This design comes from an exercise in tuning for small area on the open sky130 flow, not from production work. In this exercise RTL edits were held to simulation tests only and were not proved equivalent to the original. No activity file was given, so power comes from the tool's default toggle rates.

==> inputs of job 9120 <==
## rs_param_age
module rs_param_age #(
    parameter int DEPTH   = 16,
    parameter int DATA_W  = 32,
    parameter int ROB_W   = 4,
    parameter int TYPE_W  = 6,
    parameter int NUM_CDB = 2
) (
    input  logic                      clk_in,
    input  logic                      rst_n_in,
    input  logic                      rdy_in,
    input  logic                      flush_in,
    output logic                      full_out,
    input  logic                      disp_valid,
    input  logic [TYPE_W-1:0]         disp_type,
    input  logic [DATA_W-1:0]         disp_pc,
    input  logic [DATA_W-1:0]         disp_imm,
    input  logic [ROB_W-1:0]          disp_rob,
    input  logic                      disp_rdy_j,
    input  logic                      disp_rdy_k,
    input  logic [DATA_W-1:0]         disp_v_j,
    input  logic [DATA_W-1:0]         disp_v_k,
    input  logic [ROB_W-1:0]          disp_q_j,
    input  logic [ROB_W-1:0]          disp_q_k,
    input  logic                      issue_stall,
    output logic                      issue_valid,
    output logic [TYPE_W-1:0]         issue_type,
    output logic [DATA_W-1:0]         issue_pc,
    output logic [DATA_W-1:0]         issue_imm,
    output logic [DATA_W-1:0]         issue_rs1,
    output logic [DATA_W-1:0]         issue_rs2,
    output logic [ROB_W-1:0]          issue_rob,
    input  logic [NUM_CDB-1:0]        cdb_valid,
    input  logic [NUM_CDB*ROB_W-1:0]  cdb_rob,
    input  logic [NUM_CDB*DATA_W-1:0] cdb_value
);
    localparam int PW = TYPE_W + 2*DATA_W + ROB_W;    
    logic [DEPTH-1:0]  busy_r;
    logic [DEPTH-1:0]  rdy_j_r;
    logic [DEPTH-1:0]  rdy_k_r;
    logic [PW-1:0]     pay_r [DEPTH];
    logic [DATA_W-1:0] v_j_r [DEPTH];    
    logic [DATA_W-1:0] v_k_r [DEPTH];
    logic [DEPTH-1:0]  age_r [DEPTH];
    logic              issue_valid_r;
    logic [PW-1:0]     issue_pay_r;
  ...
Settings: LEC_CHECK=0, CAP_MARGIN=20, CORE_MARGIN=2, CORE_UTILIZATION=30, CTS_BUF_LIST=sky130_fd_sc_hd__clkbuf_8, CTS_CLUSTER_DIAMETER=60, CTS_CLUSTER_SIZE=14, PLACE_DENSITY=0.35, SLEW_MARGIN=20, SYNTH_HIERARCHICAL=1, SYNTH_MINIMUM_KEEP_SIZE=0; clock period 7.0 ns.
standard.sh (not shown) runs the stock make flow with config.mk's settings and CLKGATE_MAP_FILE= SYNTH_SCRIPT=/design/flow/synth_recipe.tcl, a recipe that flattens the netlist after the stock synthesis.
==> flow/flow/run.sh <==
#!/bin/bash
# Standard synthesis unchanged, then the standard ORFS layout with these
# changes: combinational cells are set back to drive 1 after floorplan (the
# placement repair resizes where needed), port buffers are buf_1 instead of
# clkdlybuf4s50_1, and CTS inserts no dummy loads.
set -euo pipefail
bash standard.sh synth > synth.log 2>&1
CTS="-sink_clustering_enable -repair_clock_nets -sink_clustering_size 14 -sink_clustering_max_diameter 60 -buf_list sky130_fd_sc_hd__clkbuf_8 -dont_use_dummy_load"
bash standard.sh "POST_FLOORPLAN_TCL=$PWD/flow/downsize.tcl" \
    "BUFFER_PORTS_ARGS=-buffer_cell sky130_fd_sc_hd__buf_1" \
    "CTS_ARGS=$CTS" finish > layout.log 2>&1
==> flow/flow/downsize.tcl <==
# Set every combinational cell that synthesis gave more than the minimum drive
# back to drive 1; the placement-stage repair resizes or buffers again where
# slew, capacitance or timing need it. Registers keep their cells.
set n_down 0
foreach inst [[ord::get_db_block] getInsts] {
  set m [[$inst getMaster] getName]
  if {![regexp {^(sky130_fd_sc_hd__[a-z0-9]+)_([0-9]+)$} $m -> base d]} { continue }
  if {$d <= 1} { continue }
  if {[regexp {__(df|edf|sdf|dl|clk|tap|fill|decap|diode|conb)} $base]} { continue }
  set new "${base}_1"
  if {[[ord::get_db] findMaster $new] eq "NULL"} { continue }
  replace_cell [$inst getName] $new
  incr n_down
}
puts "downsize: $n_down cells set to drive 1"
==> inputs of job 8924, as changes to job 9120 <==
==> flow/run.sh (new file) <==
#!/bin/bash
# synth_recipe.tcl (not shown) runs the flow's synth.tcl, then flattens the netlist and writes it again
# the make line also repeats each setting of config.mk as NAME=value (left out here)
make -C /OpenROAD-flow-scripts/flow DESIGN_CONFIG=/design/flow/config.mk WORK_HOME=/design/flow/orfs CLKGATE_MAP_FILE= SYNTH_SCRIPT=/design/flow/synth_recipe.tcl finish
CORE_UTILIZATION = 40   (was 30)
CTS_CLUSTER_DIAMETER = 50   (was 60)
PLACE_DENSITY = 0.45   (was 0.35)
removed: flow/flow/run.sh
removed: flow/flow/downsize.tcl
removed: flow/standard.sh
==> inputs of job 3528, as changes to job 9120 <==
==> flow/flow/run.sh (replaced) <==
#!/bin/bash
# Standard synthesis unchanged, then the standard ORFS layout with these
# changes: combinational cells are set back to drive 1 after floorplan (the
# placement repair resizes where needed), port buffers are buf_1 instead of
# clkdlybuf4s50_1, CTS inserts no dummy loads, and power recovery downsizes
# non-critical cells after global routing.
set -euo pipefail
bash standard.sh synth > synth.log 2>&1
CTS="-sink_clustering_enable -repair_clock_nets -sink_clustering_size 14 -sink_clustering_max_diameter 50 -buf_list sky130_fd_sc_hd__clkbuf_8 -dont_use_dummy_load"
bash standard.sh "POST_FLOORPLAN_TCL=$PWD/flow/downsize.tcl" \
    "BUFFER_PORTS_ARGS=-buffer_cell sky130_fd_sc_hd__buf_1" \
    "CTS_ARGS=$CTS" RECOVER_POWER=100 finish > layout.log 2>&1
CORE_UTILIZATION = 40   (was 30)
CTS_CLUSTER_DIAMETER = 50   (was 60)
PLACE_DENSITY = 0.45   (was 0.35)
==> summary.txt <==
|  | job 9120 | job 8924 | job 3528 |
|---|---|---|---|
| Result of the run | finished clean | finished clean | failed layout checks |
| Violated checks | - | - | max-capacitance violations, max-slew violations |
| Highest cell delay on the worst timing path | 1.00 ns | 0.64 ns | 1.79 ns |
| Worst reg2reg path startpoint | busy_r[6] | busy_r[15] | busy_r[1] |
| Final-report max-slew violation count | 0 | 0 | 1,851 |
| Worst R2R Path Depth | 9 | 8 | 9 |
| Most Frequent Cell on Critical Path | sky130_fd_sc_hd__and3_1 | - | sky130_fd_sc_hd__and3_1 |
| Sw Ratio | 28.0% | 27.4% | 26.8% |
| Met3 Use GR | 6.15% | 9.47% | 9.28% |
| Cell leakage power | 40.8 nW | 42.8 nW | 40.5 nW |
| Multi-input logic area | 46,900 sq um | 47,500 sq um | 46,700 sq um |
| Tightest slew margin relative to the limit | 18.3% | 16.9% | -130% |
| Met3 routed wirelength | 51,200 um | 56,900 um | 56,400 um |
| Die Width | 575 um | 499 um | 499 um |
| Routed length on met1 | 234,000 um | 190,000 um | 192,000 um |

[port drivers added, routing unchanged]
Ports are ideal in the flow. The routed layouts listed here were re-timed in OpenROAD. Step 1 assumes that a clkbuf_16 drives the clock port and a buf_2 every other input. Step 2 times the ports against the registers' clock, not the clock port: input delays grow and output delays shrink by t, the midpoint of the rising clock arrivals with the driver on. Three values: no drivers, after step 1, after step 2; two values: the first two.
| run | shift t [ns] | setup slack, ns | worst setup path after step 2 | worst slew at a driven data input, ns | cell pins on the clock port's net |
|---|---|---|---|---|---|
| job 9120 | 1.165 | 1.702 / 1.614 / 1.528 | input to register | 0.22 | 1 |
| job 8924 | 1.171 | 1.550 / 1.453 / 0.891 | input to register | 0.17 | 1 |
| job 3528 | 1.141 | 0.366 / 0.366 / -0.710 | input to register | 0.31 | 1 |
For job 3528, which loses most, drivers alone change the setup slack by 0.000 ns; drivers and shift together by -1.076 ns.
